This is an optimization exercise on Yosys and OpenROAD, whose aim is small area, not a production implementation. RTL that was checked went through simulation tests only; none was proved equivalent to the original. The clock port is modelled as an ideal driver; clocking choices that lean on that would not hold on a real chip.

==> 07-08: inputs <==
==> flow/design.v <==
`default_nettype none
package lqm_pkg;
    localparam int QUE_N   = 8;
    localparam int BLK_N   = 16;
    localparam int SUB_DEP = 4;
    localparam int DATA_W  = 16;
endpackage
`default_nettype wire
`timescale 1ns/1ps
`default_nettype none
module lqm_sdp_ram (
    input  logic        i_clk,
    input  logic        i_phase,
    input  logic        i_sel,      
    input  logic        i_we,       
    input  logic [5:0]  i_waddr,
    input  logic [15:0] i_wdata,
    input  logic [5:0]  i_raddr,
    output logic [15:0] o_rdata
);
    logic [15:0] mem [64];
    logic [15:0] rblk_q;
    logic [1:0]  rsub_q;
    logic [15:0] wx;
    assign wx = i_wdata ^ {16{i_phase}};
    for (genvar a = 0; a < 64; a++) begin : g_w
        logic sel, we;
        assign sel = i_sel && (i_waddr == 6'(a));
        assign we  = sel && i_we;
        always_ff @(posedge i_clk) begin
            mem[a] <= ~(({16{we}} & wx) | ({16{!sel}} & mem[a]));
        end
    end
    always_ff @(posedge i_clk) begin
        for (int b = 0; b < 16; b++) rblk_q[b] <= (i_raddr[5:2] == 4'(b));
        rsub_q <= i_raddr[1:0];
    end
    logic [15:0] rd;
    always_comb begin
        rd = '0;
        for (int a = 0; a < 64; a++) begin
            rd = rd | ({16{rblk_q[a / 4] && (rsub_q == 2'(a % 4))}} & mem[a]);
        end
    end
    assign o_rdata = rd ^ {16{i_phase}};
endmodule
`default_nettype wire
`timescale 1ns/1ps
`default_nettype none
module blk_free_pool (
    input  logic       i_clk,
    input  logic       i_rst_n,
    input  logic       i_alloc,
    output logic       o_nonempty,
    output logic [3:0] o_free_blk,
    input  logic       i_release,
    input  logic [3:0] i_rel_blk
);
    logic [15:0] free_map;
    assign o_nonempty = |free_map;
    always_comb begin
        o_free_blk = 4'd0;
        for (int i = 15; i >= 0; i--) begin
            if (free_map[i]) o_free_blk = 4'(i);
        end
    end
    always_ff @(posedge i_clk) begin
        if (!i_rst_n) begin
            free_map <= '1;
        end else begin
            for (int b = 0; b < 16; b++) begin
                if (i_alloc && o_free_blk == 4'(b)) free_map[b] <= 1'b0;
                else if (i_release && i_rel_blk == 4'(b)) free_map[b] <= 1'b1;
            end
        end
    end
endmodule
`default_nettype wire
`timescale 1ns/1ps
`default_nettype none
module que_state_table (
    input  logic       i_clk,
    input  logic       i_rst_n,
    input  logic       i_phase,
    input  logic [2:0] i_enq_qid,
    input  logic [55:0] i_drop_th,
    output logic [6:0] o_e_th,
    output logic [6:0] o_e_cnt,
    output logic [1:0] o_e_rsub,
    output logic [3:0] o_e_tail,
    input  logic [2:0] i_deq_qid,
    output logic [6:0] o_d_cnt,
    output logic [1:0] o_d_rsub,
    output logic [3:0] o_d_head,
    input  logic       i_accept,    
    input  logic       i_alloc,     
    input  logic       i_new_head,  
    input  logic [3:0] i_new_x,     
    input  logic       i_deq_ok,    
    input  logic       i_rel,       
    input  logic [3:0] i_nxt_x,     
    input  logic [6:0] i_e_inc,     
    input  logic [6:0] i_d_dec      
);
    logic [6:0] cnt  [8];
    logic [1:0] rsub [8];
    logic [3:0] head [8];
    logic [3:0] tail [8];
    logic [7:0] e_sel, d_sel;
    logic [6:0] e_cnt_s, d_cnt_s;
    logic [1:0] e_rsub_s, d_rsub_s;
    logic [3:0] e_tail_s, d_head_s;
    always_comb begin
        e_cnt_s  = '0;
        o_e_th   = '0;
        e_rsub_s = '0;
        e_tail_s = '0;
        d_cnt_s  = '0;
        d_rsub_s = '0;
        d_head_s = '0;
        for (int q = 0; q < 8; q++) begin
            e_sel[q] = (i_enq_qid == 3'(q));
            d_sel[q] = (i_deq_qid == 3'(q));
            e_cnt_s  = e_cnt_s  | ({7{e_sel[q]}} & cnt[q]);
            o_e_th   = o_e_th   | ({7{e_sel[q]}} & i_drop_th[q*7 +: 7]);
            e_rsub_s = e_rsub_s | ({2{e_sel[q]}} & rsub[q]);
            e_tail_s = e_tail_s | ({4{e_sel[q]}} & tail[q]);
            d_cnt_s  = d_cnt_s  | ({7{d_sel[q]}} & cnt[q]);
            d_rsub_s = d_rsub_s | ({2{d_sel[q]}} & rsub[q]);
            d_head_s = d_head_s | ({4{d_sel[q]}} & head[q]);
        end
    end
    assign o_e_cnt  = e_cnt_s  ^ {7{i_phase}};
    assign o_e_rsub = e_rsub_s ^ {2{i_phase}};
    assign o_e_tail = e_tail_s ^ {4{i_phase}};
    assign o_d_cnt  = d_cnt_s  ^ {7{i_phase}};
    assign o_d_rsub = d_rsub_s ^ {2{i_phase}};
    assign o_d_head = d_head_s ^ {4{i_phase}};
    logic [6:0] inc_x, dec_x;
    logic [1:0] rsub_x;
    assign inc_x  = i_e_inc ^ {7{i_phase}};
    assign dec_x  = i_rst_n ? (i_d_dec ^ {7{i_phase}}) : 7'h7f;
    assign rsub_x = i_rst_n ? ((o_d_rsub + 2'd1) ^ {2{i_phase}}) : 2'b11;
    for (genvar q = 0; q < 8; q++) begin : g_q
        logic eh, dh;
        logic ld_inc, ld_dec, keep_cnt;
        logic ld_rsub;
        logic ld_tail;
        logic ld_hn, ld_hr, keep_head;
        assign eh = i_accept && e_sel[q];
        assign dh = i_deq_ok && d_sel[q];
        assign ld_inc   = i_rst_n && eh && !dh;
        assign ld_dec   = !i_rst_n || (dh && !eh);
        assign keep_cnt = !(ld_inc || ld_dec);
        assign ld_rsub  = !i_rst_n || dh;
        assign ld_tail  = eh && i_alloc;
        assign ld_hn    = eh && i_new_head;
        assign ld_hr    = dh && i_rel && !ld_hn;
        assign keep_head = !(ld_hn || ld_hr);
        always_ff @(posedge i_clk) begin
            cnt[q]  <= ~(({7{ld_inc}} & inc_x) | ({7{ld_dec}} & dec_x) | ({7{keep_cnt}} & cnt[q]));
            rsub[q] <= ~(({2{ld_rsub}} & rsub_x) | ({2{!ld_rsub}} & rsub[q]));
            tail[q] <= ~(({4{ld_tail}} & i_new_x) | ({4{!ld_tail}} & tail[q]));
            head[q] <= ~(({4{ld_hn}} & i_new_x) | ({4{ld_hr}} & i_nxt_x) | ({4{keep_head}} & head[q]));
        end
    end
endmodule
`default_nettype wire
`timescale 1ns/1ps
`default_nettype none
module enq_ctrl (
    input  logic        i_enq_vld,
    input  logic [6:0]  i_th,          
    input  logic [6:0]  i_cnt,
    input  logic [1:0]  i_rsub,
    input  logic [3:0]  i_tail,
    input  logic        i_pool_nonempty,
    input  logic [3:0]  i_free_blk,
    input  logic        i_same_rel,    
    output logic        o_slot_ok,     
    output logic        o_go,          
    output logic        o_accept,
    output logic        o_alloc,
    output logic        o_new_head,
    output logic        o_link_we,
    output logic        o_has,         
    output logic [5:0]  o_waddr,
    output logic [6:0]  o_inc
);
    logic [1:0] wsub;
    logic       need_blk;
    logic       has_blk;
    assign wsub     = i_rsub + i_cnt[1:0];
    assign need_blk = (wsub == 2'd0);
    assign has_blk  = (i_cnt != 7'd0) || (i_rsub != 2'd0);
    assign o_slot_ok  = !(need_blk && !i_pool_nonempty);
    assign o_go       = i_enq_vld && (i_cnt < i_th);
    assign o_accept   = o_go && o_slot_ok;
    assign o_alloc    = o_accept && need_blk;
    assign o_new_head = !has_blk || (i_same_rel && i_cnt == 7'd1);
    assign o_link_we  = o_alloc && has_blk;
    assign o_has      = has_blk;
    assign o_waddr    = {need_blk ? i_free_blk : i_tail, wsub};
    assign o_inc      = i_cnt + 7'd1;
endmodule
`default_nettype wire
`timescale 1ns/1ps
`default_nettype none
module deq_ctrl (
    input  logic       i_deq_vld,
    input  logic [6:0] i_cnt,
    input  logic [1:0] i_rsub,
    input  logic [3:0] i_head,
    output logic       o_deq_ok,
    output logic       o_rel,
    output logic [5:0] o_raddr,
    output logic [6:0] o_dec
);
    assign o_deq_ok = i_deq_vld && (i_cnt != 7'd0);
    assign o_rel    = o_deq_ok && (i_rsub == 2'd3);
    assign o_raddr  = {i_head, i_rsub};
    assign o_dec    = i_cnt - 7'd1;
endmodule
`default_nettype wire
`timescale 1ns/1ps
`default_nettype none
module lqm_top (
    input  logic        i_clk,
    input  logic        i_rst_n,
    input  logic        i_enq_vld,
    input  logic [2:0]  i_enq_qid,
    input  logic [15:0] i_enq_data,
    input  logic        i_deq_vld,
    input  logic [2:0]  i_deq_qid,
    input  logic [55:0] i_drop_th,
    output logic        o_enq_drop,
    output logic        o_deq_vld,
    output logic [15:0] o_deq_data
);
    logic [6:0] e_cnt, d_cnt, e_inc, d_dec, e_th;
    logic [1:0] e_rsub, d_rsub;
    logic [3:0] e_tail, d_head;
    logic       slot_ok, go, accept, alloc, new_head, link_we;
    logic       deq_ok, rel;
    logic       pool_ne;
    logic [3:0] free_blk;
    logic       e_has;
    logic [5:0] waddr, raddr;
    logic [3:0] link [16];
    logic       phase;
    logic [3:0] new_x, nxt_x;
    always_ff @(posedge i_clk) begin
        if (!i_rst_n) phase <= 1'b0;
        else          phase <= !phase;
    end
    assign new_x = free_blk ^ {4{phase}};
    que_state_table u_state (
        .i_clk      (i_clk),
        .i_rst_n    (i_rst_n),
        .i_phase    (phase),
        .i_enq_qid  (i_enq_qid),
        .i_drop_th  (i_drop_th),
        .o_e_th     (e_th),
        .o_e_cnt    (e_cnt),
        .o_e_rsub   (e_rsub),
        .o_e_tail   (e_tail),
        .i_deq_qid  (i_deq_qid),
        .o_d_cnt    (d_cnt),
        .o_d_rsub   (d_rsub),
        .o_d_head   (d_head),
        .i_accept   (accept),
        .i_alloc    (alloc),
        .i_new_head (new_head),
        .i_new_x    (new_x),
        .i_deq_ok   (deq_ok),
        .i_rel      (rel),
        .i_nxt_x    (nxt_x),
        .i_e_inc    (e_inc),
        .i_d_dec    (d_dec)
    );
    enq_ctrl u_enq (
        .i_enq_vld       (i_enq_vld),
        .i_th            (e_th),
        .i_cnt           (e_cnt),
        .i_rsub          (e_rsub),
        .i_tail          (e_tail),
        .i_pool_nonempty (pool_ne),
        .i_free_blk      (free_blk),
        .i_same_rel      (rel && (i_deq_qid == i_enq_qid)),
        .o_slot_ok       (slot_ok),
        .o_go            (go),
        .o_accept        (accept),
        .o_alloc         (alloc),
        .o_new_head      (new_head),
        .o_link_we       (link_we),
        .o_has           (e_has),
        .o_waddr         (waddr),
        .o_inc           (e_inc)
    );
    deq_ctrl u_deq (
        .i_deq_vld (i_deq_vld),
        .i_cnt     (d_cnt),
        .i_rsub    (d_rsub),
        .i_head    (d_head),
        .o_deq_ok  (deq_ok),
        .o_rel     (rel),
        .o_raddr   (raddr),
        .o_dec     (d_dec)
    );
    blk_free_pool u_pool (
        .i_clk      (i_clk),
        .i_rst_n    (i_rst_n),
        .i_alloc    (alloc),
        .o_nonempty (pool_ne),
        .o_free_blk (free_blk),
        .i_release  (rel),
        .i_rel_blk  (d_head)
    );
    for (genvar b = 0; b < 16; b++) begin : g_l
        logic sel, we;
        assign sel = e_has && (e_tail == 4'(b));
        assign we  = sel && link_we;
        always_ff @(posedge i_clk) begin
            link[b] <= ~(({4{we}} & new_x) | ({4{!sel}} & link[b]));
        end
    end
    assign nxt_x = link[d_head];
    lqm_sdp_ram u_dmem (
        .i_clk   (i_clk),
        .i_phase (phase),
        .i_sel   (slot_ok),
        .i_we    (go),
        .i_waddr (waddr),
        .i_wdata (i_enq_data),
        .i_raddr (raddr),
        .o_rdata (o_deq_data)
    );
    always_ff @(posedge i_clk) begin
        if (!i_rst_n) begin
            o_enq_drop <= 1'b0;
            o_deq_vld  <= 1'b0;
        end else begin
            o_enq_drop <= i_enq_vld && !accept;
            o_deq_vld  <= deq_ok;
        end
    end
endmodule
`default_nettype wire
==> flow/flow/run.sh <==
#!/bin/bash
# Layout flow: the standard ORFS layout (standard.sh), run with
#  - an area-oriented ABC mapping script in place of ORFS's speed script,
#  - single-strength port buffers,
#  - a clock tree of clkbuf_16 over larger sink clusters, without dummy loads.
# Every tool's log stays in orfs/logs; the make output goes to standard.log.
set -euo pipefail
here=$(pwd)
rm -rf scripts_area
cp -r "$FLOW_HOME/scripts" scripts_area
cp flow/abc_map.script scripts_area/abc_speed.script
export SCRIPTS_DIR="$here/scripts_area"
export BUFFER_PORTS_ARGS="-buffer_cell sky130_fd_sc_hd__buf_1"
export CTS_ARGS="-sink_clustering_enable -repair_clock_nets -dont_use_dummy_load -buf_list sky130_fd_sc_hd__clkbuf_16 -sink_clustering_size 30 -sink_clustering_max_diameter 80"
bash standard.sh > standard.log 2>&1
==> flow/flow/abc_map.script <==
&get -n
&st
&dch -f
&nf -R 1000 -a -p -F 8 -A 6
&put
topo
==> flow/standard.sh <==
#!/bin/bash
# synth_recipe.tcl (not shown) runs the flow's synth.tcl, then flattens the netlist and writes it again
# the make line also repeats each setting of config.mk as NAME=value (left out here)
make -C /OpenROAD-flow-scripts/flow DESIGN_CONFIG=/design/flow/config.mk WORK_HOME=/design/flow/orfs CLKGATE_MAP_FILE= SYNTH_SCRIPT=/design/flow/synth_recipe.tcl "${@:-finish}"
==> flow/config.mk <==
export PLATFORM = sky130hd
export DESIGN_NAME = lqm_top
export DESIGN_NICKNAME = lqm_top
export VERILOG_FILES = /design/flow/design.v
export SDC_FILE = /design/flow/constraint.sdc
export NUM_CORES = 4
export LEC_CHECK = 0
export CAP_MARGIN = 20
export CORE_MARGIN = 2
export CORE_UTILIZATION = 75
export PLACE_DENSITY = 0.85
export SETUP_SLACK_MARGIN = 0.2
export SLEW_MARGIN = 20
==> flow/constraint.sdc <==
create_clock -name core_clock -period 6.0 [get_ports {i_clk}]
set_input_delay 1.2000 -clock core_clock [delete_from_list [all_inputs] [get_ports {i_clk}]]
set_output_delay 1.2000 -clock core_clock [all_outputs]
set_load 0.01 [all_outputs]
==> inputs of 08-28, as changes to 07-08 <==
--- a/flow/design.v
+++ b/flow/design.v
@@ -19,8 +19,6 @@
     output logic [15:0] o_rdata
 );
     logic [15:0] mem [64];
-    logic [15:0] rblk_q;
-    logic [1:0]  rsub_q;
     logic [15:0] wx;
     assign wx = i_wdata ^ {16{i_phase}};
     for (genvar a = 0; a < 64; a++) begin : g_w
@@ -32,17 +30,8 @@
         end
     end
     always_ff @(posedge i_clk) begin
-        for (int b = 0; b < 16; b++) rblk_q[b] <= (i_raddr[5:2] == 4'(b));
-        rsub_q <= i_raddr[1:0];
+        o_rdata <= mem[i_raddr] ^ {16{i_phase}};
     end
-    logic [15:0] rd;
-    always_comb begin
-        rd = '0;
-        for (int a = 0; a < 64; a++) begin
-            rd = rd | ({16{rblk_q[a / 4] && (rsub_q == 2'(a % 4))}} & mem[a]);
-        end
-    end
-    assign o_rdata = rd ^ {16{i_phase}};
 endmodule
 `default_nettype wire
 `timescale 1ns/1ps
@@ -83,8 +72,6 @@
     input  logic       i_rst_n,
     input  logic       i_phase,
     input  logic [2:0] i_enq_qid,
-    input  logic [55:0] i_drop_th,
-    output logic [6:0] o_e_th,
     output logic [6:0] o_e_cnt,
     output logic [1:0] o_e_rsub,
     output logic [3:0] o_e_tail,
@@ -112,7 +99,6 @@
     logic [3:0] e_tail_s, d_head_s;
     always_comb begin
         e_cnt_s  = '0;
-        o_e_th   = '0;
         e_rsub_s = '0;
         e_tail_s = '0;
         d_cnt_s  = '0;
@@ -122,7 +108,6 @@
             e_sel[q] = (i_enq_qid == 3'(q));
             d_sel[q] = (i_deq_qid == 3'(q));
             e_cnt_s  = e_cnt_s  | ({7{e_sel[q]}} & cnt[q]);
-            o_e_th   = o_e_th   | ({7{e_sel[q]}} & i_drop_th[q*7 +: 7]);
             e_rsub_s = e_rsub_s | ({2{e_sel[q]}} & rsub[q]);
             e_tail_s = e_tail_s | ({4{e_sel[q]}} & tail[q]);
             d_cnt_s  = d_cnt_s  | ({7{d_sel[q]}} & cnt[q]);
@@ -170,7 +155,8 @@
 `default_nettype none
 module enq_ctrl (
     input  logic        i_enq_vld,
-    input  logic [6:0]  i_th,          
+    input  logic [2:0]  i_enq_qid,
+    input  logic [55:0] i_drop_th,
     input  logic [6:0]  i_cnt,
     input  logic [1:0]  i_rsub,
     input  logic [3:0]  i_tail,
@@ -194,7 +180,7 @@
     assign need_blk = (wsub == 2'd0);
     assign has_blk  = (i_cnt != 7'd0) || (i_rsub != 2'd0);
     assign o_slot_ok  = !(need_blk && !i_pool_nonempty);
-    assign o_go       = i_enq_vld && (i_cnt < i_th);
+    assign o_go       = i_enq_vld && (i_cnt < i_drop_th[i_enq_qid*7 +: 7]);
     assign o_accept   = o_go && o_slot_ok;
     assign o_alloc    = o_accept && need_blk;
     assign o_new_head = !has_blk || (i_same_rel && i_cnt == 7'd1);
@@ -237,7 +223,7 @@
     output logic        o_deq_vld,
     output logic [15:0] o_deq_data
 );
-    logic [6:0] e_cnt, d_cnt, e_inc, d_dec, e_th;
+    logic [6:0] e_cnt, d_cnt, e_inc, d_dec;
     logic [1:0] e_rsub, d_rsub;
     logic [3:0] e_tail, d_head;
     logic       slot_ok, go, accept, alloc, new_head, link_we;
@@ -259,8 +245,6 @@
         .i_rst_n    (i_rst_n),
         .i_phase    (phase),
         .i_enq_qid  (i_enq_qid),
-        .i_drop_th  (i_drop_th),
-        .o_e_th     (e_th),
         .o_e_cnt    (e_cnt),
         .o_e_rsub   (e_rsub),
         .o_e_tail   (e_tail),
@@ -280,7 +264,8 @@
     );
     enq_ctrl u_enq (
         .i_enq_vld       (i_enq_vld),
-        .i_th            (e_th),
+        .i_enq_qid       (i_enq_qid),
+        .i_drop_th       (i_drop_th),
         .i_cnt           (e_cnt),
         .i_rsub          (e_rsub),
         .i_tail          (e_tail),
- CORE_UTILIZATION: 75 -> 40
- PLACE_DENSITY: 0.85 -> unset
==> inputs of 11-21, as changes to 07-08 <==
==> flow/design.v (replaced) <==
`default_nettype none
package lqm_pkg;
    localparam int QUE_N   = 8;
    localparam int BLK_N   = 16;
    localparam int SUB_DEP = 4;
    localparam int DATA_W  = 16;
endpackage
`default_nettype wire
`timescale 1ns/1ps
`default_nettype none
module lqm_sdp_ram (
    input  logic        i_clk,
    input  logic        i_rst_n,
    input  logic        i_sel,      
    input  logic        i_we,       
    input  logic [5:0]  i_waddr,
    input  logic [15:0] i_wdata,
    input  logic [5:0]  i_raddr,
    output logic [15:0] o_rdata
);
    logic [15:0] mem [64];
    logic [5:0]  raddr_q;
    logic        phase;
    logic [15:0] wx;
    always_ff @(posedge i_clk) begin
        if (!i_rst_n) phase <= 1'b0;
        else          phase <= !phase;
    end
    assign wx = i_wdata ^ {16{phase}};
    for (genvar a = 0; a < 64; a++) begin : g_w
        logic sel, we;
        assign sel = i_sel && (i_waddr == 6'(a));
        assign we  = sel && i_we;
        always_ff @(posedge i_clk) begin
            mem[a] <= ~(({16{we}} & wx) | ({16{!sel}} & mem[a]));
        end
    end
    always_ff @(posedge i_clk) begin
        raddr_q <= i_raddr;
    end
    assign o_rdata = mem[raddr_q] ^ {16{phase}};
endmodule
`default_nettype wire
`timescale 1ns/1ps
`default_nettype none
module blk_free_pool (
    input  logic       i_clk,
    input  logic       i_rst_n,
    input  logic       i_alloc,
    output logic       o_nonempty,
    output logic [3:0] o_free_blk,
    input  logic       i_release,
    input  logic [3:0] i_rel_blk
);
    logic [15:0] free_map;
    assign o_nonempty = |free_map;
    always_comb begin
        o_free_blk = 4'd0;
        for (int i = 15; i >= 0; i--) begin
            if (free_map[i]) o_free_blk = 4'(i);
        end
    end
    always_ff @(posedge i_clk) begin
        if (!i_rst_n) begin
            free_map <= '1;
        end else begin
            for (int b = 0; b < 16; b++) begin
                if (i_alloc && o_free_blk == 4'(b)) free_map[b] <= 1'b0;
                else if (i_release && i_rel_blk == 4'(b)) free_map[b] <= 1'b1;
            end
        end
    end
endmodule
`default_nettype wire
`timescale 1ns/1ps
`default_nettype none
module que_state_table (
    input  logic       i_clk,
    input  logic       i_rst_n,
    input  logic [2:0] i_enq_qid,
    output logic [6:0] o_e_cnt,
    output logic [1:0] o_e_rsub,
    output logic [3:0] o_e_tail,
    input  logic [2:0] i_deq_qid,
    output logic [6:0] o_d_cnt,
    output logic [1:0] o_d_rsub,
    output logic [3:0] o_d_head,
    input  logic       i_accept,    
    input  logic       i_alloc,     
    input  logic       i_new_head,  
    input  logic [3:0] i_new_blk,
    input  logic       i_deq_ok,    
    input  logic       i_rel,       
    input  logic [3:0] i_nxt_head,
    input  logic [6:0] i_e_inc,     
    input  logic [6:0] i_d_dec      
);
    logic [6:0] cnt  [8];
    logic [1:0] rsub [8];
    logic [3:0] head [8];
    logic [3:0] tail [8];
    logic [7:0] e_sel, d_sel;
    always_comb begin
        o_e_cnt  = '0;
        o_e_rsub = '0;
        o_e_tail = '0;
        o_d_cnt  = '0;
        o_d_rsub = '0;
        o_d_head = '0;
        for (int q = 0; q < 8; q++) begin
            e_sel[q] = (i_enq_qid == 3'(q));
            d_sel[q] = (i_deq_qid == 3'(q));
            o_e_cnt  = o_e_cnt  | ({7{e_sel[q]}} & cnt[q]);
            o_e_rsub = o_e_rsub | ({2{e_sel[q]}} & rsub[q]);
            o_e_tail = o_e_tail | ({4{e_sel[q]}} & tail[q]);
            o_d_cnt  = o_d_cnt  | ({7{d_sel[q]}} & cnt[q]);
            o_d_rsub = o_d_rsub | ({2{d_sel[q]}} & rsub[q]);
            o_d_head = o_d_head | ({4{d_sel[q]}} & head[q]);
        end
    end
    logic [6:0] inc_r, dec_r;
    logic [1:0] rsub_r;
    assign inc_r  = i_rst_n ? i_e_inc : 7'd0;
    assign dec_r  = i_rst_n ? i_d_dec : 7'd0;
    assign rsub_r = i_rst_n ? o_d_rsub + 2'd1 : 2'd0;
    for (genvar q = 0; q < 8; q++) begin : g_q
        logic eh, dh;
        assign eh = i_accept && e_sel[q];
        assign dh = i_deq_ok && d_sel[q];
        always_ff @(posedge i_clk) begin
            if (!i_rst_n || (eh != dh)) cnt[q] <= eh ? inc_r : dec_r;
            if (!i_rst_n || dh) rsub[q] <= rsub_r;
        end
        always_ff @(posedge i_clk) begin
            if (eh && i_alloc) tail[q] <= i_new_blk;
            if (eh && i_new_head) head[q] <= i_new_blk;
            else if (dh && i_rel) head[q] <= i_nxt_head;
        end
    end
endmodule
`default_nettype wire
`timescale 1ns/1ps
`default_nettype none
module enq_ctrl (
    input  logic        i_enq_vld,
    input  logic [2:0]  i_enq_qid,
    input  logic [55:0] i_drop_th,
    input  logic [6:0]  i_cnt,
    input  logic [1:0]  i_rsub,
    input  logic [3:0]  i_tail,
    input  logic        i_pool_nonempty,
    input  logic [3:0]  i_free_blk,
    input  logic        i_same_rel,    
    output logic        o_slot_ok,     
    output logic        o_go,          
    output logic        o_accept,
    output logic        o_alloc,
    output logic        o_new_head,
    output logic        o_link_we,
    output logic [5:0]  o_waddr,
    output logic [6:0]  o_inc
);
    logic [1:0] wsub;
    logic       need_blk;
    logic       has_blk;
    assign wsub     = i_rsub + i_cnt[1:0];
    assign need_blk = (wsub == 2'd0);
    assign has_blk  = (i_cnt != 7'd0) || (i_rsub != 2'd0);
    assign o_slot_ok  = !(need_blk && !i_pool_nonempty);
    assign o_go       = i_enq_vld && (i_cnt < i_drop_th[i_enq_qid*7 +: 7]);
    assign o_accept   = o_go && o_slot_ok;
    assign o_alloc    = o_accept && need_blk;
    assign o_new_head = !has_blk || (i_same_rel && i_cnt == 7'd1);
    assign o_link_we  = o_alloc && has_blk;
    assign o_waddr    = {need_blk ? i_free_blk : i_tail, wsub};
    assign o_inc      = i_cnt + 7'd1;
endmodule
`default_nettype wire
`timescale 1ns/1ps
`default_nettype none
module deq_ctrl (
    input  logic       i_deq_vld,
    input  logic [6:0] i_cnt,
    input  logic [1:0] i_rsub,
    input  logic [3:0] i_head,
    output logic       o_deq_ok,
    output logic       o_rel,
    output logic [5:0] o_raddr,
    output logic [6:0] o_dec
);
    assign o_deq_ok = i_deq_vld && (i_cnt != 7'd0);
    assign o_rel    = o_deq_ok && (i_rsub == 2'd3);
    assign o_raddr  = {i_head, i_rsub};
    assign o_dec    = i_cnt - 7'd1;
endmodule
`default_nettype wire
`timescale 1ns/1ps
`default_nettype none
module lqm_top (
    input  logic        i_clk,
    input  logic        i_rst_n,
    input  logic        i_enq_vld,
    input  logic [2:0]  i_enq_qid,
    input  logic [15:0] i_enq_data,
    input  logic        i_deq_vld,
    input  logic [2:0]  i_deq_qid,
    input  logic [55:0] i_drop_th,
    output logic        o_enq_drop,
    output logic        o_deq_vld,
    output logic [15:0] o_deq_data
);
    logic [6:0] e_cnt, d_cnt, e_inc, d_dec;
    logic [1:0] e_rsub, d_rsub;
    logic [3:0] e_tail, d_head;
    logic       slot_ok, go, accept, alloc, new_head, link_we;
    logic       deq_ok, rel;
    logic       pool_ne;
    logic [3:0] free_blk, nxt_head;
    logic [5:0] waddr, raddr;
    logic [3:0] link [16];
    que_state_table u_state (
        .i_clk      (i_clk),
        .i_rst_n    (i_rst_n),
        .i_enq_qid  (i_enq_qid),
        .o_e_cnt    (e_cnt),
        .o_e_rsub   (e_rsub),
        .o_e_tail   (e_tail),
        .i_deq_qid  (i_deq_qid),
        .o_d_cnt    (d_cnt),
        .o_d_rsub   (d_rsub),
        .o_d_head   (d_head),
        .i_accept   (accept),
        .i_alloc    (alloc),
        .i_new_head (new_head),
        .i_new_blk  (free_blk),
        .i_deq_ok   (deq_ok),
        .i_rel      (rel),
        .i_nxt_head (nxt_head),
        .i_e_inc    (e_inc),
        .i_d_dec    (d_dec)
    );
    enq_ctrl u_enq (
        .i_enq_vld       (i_enq_vld),
        .i_enq_qid       (i_enq_qid),
        .i_drop_th       (i_drop_th),
        .i_cnt           (e_cnt),
        .i_rsub          (e_rsub),
        .i_tail          (e_tail),
        .i_pool_nonempty (pool_ne),
        .i_free_blk      (free_blk),
        .i_same_rel      (rel && (i_deq_qid == i_enq_qid)),
        .o_slot_ok       (slot_ok),
        .o_go            (go),
        .o_accept        (accept),
        .o_alloc         (alloc),
        .o_new_head      (new_head),
        .o_link_we       (link_we),
        .o_waddr         (waddr),
        .o_inc           (e_inc)
    );
    deq_ctrl u_deq (
        .i_deq_vld (i_deq_vld),
        .i_cnt     (d_cnt),
        .i_rsub    (d_rsub),
        .i_head    (d_head),
        .o_deq_ok  (deq_ok),
        .o_rel     (rel),
        .o_raddr   (raddr),
        .o_dec     (d_dec)
    );
    blk_free_pool u_pool (
        .i_clk      (i_clk),
        .i_rst_n    (i_rst_n),
        .i_alloc    (alloc),
        .o_nonempty (pool_ne),
        .o_free_blk (free_blk),
        .i_release  (rel),
        .i_rel_blk  (d_head)
    );
    always_ff @(posedge i_clk) begin
        if (link_we) link[e_tail] <= free_blk;
    end
    assign nxt_head = link[d_head];
    lqm_sdp_ram u_dmem (
        .i_clk   (i_clk),
        .i_rst_n (i_rst_n),
        .i_sel   (slot_ok),
        .i_we    (go),
        .i_waddr (waddr),
        .i_wdata (i_enq_data),
        .i_raddr (raddr),
        .o_rdata (o_deq_data)
    );
    always_ff @(posedge i_clk) begin
        if (!i_rst_n) begin
            o_enq_drop <= 1'b0;
            o_deq_vld  <= 1'b0;
        end else begin
            o_enq_drop <= i_enq_vld && !accept;
            o_deq_vld  <= deq_ok;
        end
    end
endmodule
`default_nettype wire
- CORE_UTILIZATION: 75 -> 40
- PLACE_DENSITY: 0.85 -> unset
- SETUP_SLACK_MARGIN: 0.2 -> unset
==> results.json <==
{
  "wire_per_inst_um": 27.5,
  "synthXorXnorAreaFrac": 0.0104,
  "setup_slack_ps": -48.0,
  "status": "finished with violations",
  "failed_checks": "setup timing",
  "setup_viol": 2,
  "netlist.area_leader.share": 0.469
}
the above is filed under 11-21

==> results.json <==
{
  "status": "complete, no violations",
  "synthXorXnorAreaFrac": 0.0152,
  "wire_per_inst_um": 26.7,
  "setup_slack_ps": 654,
  "vdd_drop_max_v": 0.000239,
  "fmax_ghz": 0.187,
  "netlist.area_leader.share": 0.560,
  "top_layer_used": "met4",
  "cp_num_buf_inv": 4,
  "setup_viol": 0
}
the above is filed under 08-28

==> results.json <==
{
  "status": "complete, no violations",
  "setup_viol": 0,
  "synthXorXnorAreaFrac": 0.0161,
  "dp_slack_ps": 70.2,
  "cp_num_buf_inv": 4,
  "p_int_mw": 16.7,
  "fin_total_pwr_mw": 26.0,
  "clock_buffers": 49,
  "yosysTopAreaCell": "dfxtp_1",
  "synthToLayoutAreaGrowth_pct": 11.7,
  "placed_cell_area_um2": 48600
}
the above is filed under 07-08

For 11-21, only the layout was checked, not whether the RTL still works.

-- static timing again, ports no longer ideal --
Ports are ideal in the flow. The routed layouts listed here were re-timed in OpenROAD.
Step 1: set_driving_cell puts a clkbuf_16 on i_clk and a buf_2 on each other input, an assumption about the parent block.
Step 2 times the ports against the registers' clock, not the clock port: input delays grow and output delays shrink by t, the midpoint of the rising clock arrivals with the driver on.
a / b / c = no drivers / after step 1 / after step 2; a / b = the first two.
run	shift t [ns]	setup WS [ns]	worst data-port slew with drivers (ns)
07-08	0.703	0.119 / 0.047 / -0.207	0.05
08-28	0.758	0.654 / 0.697 / -0.061	0.05
11-21	0.745	-0.048 / -0.128 / -0.055	0.04
Met with ideal ports but missed after step 2: setup timing in 07-08 and 08-28. The setup slack of 08-28, which loses most, moves by +0.043 ns with the drivers and by -0.715 ns with both steps.
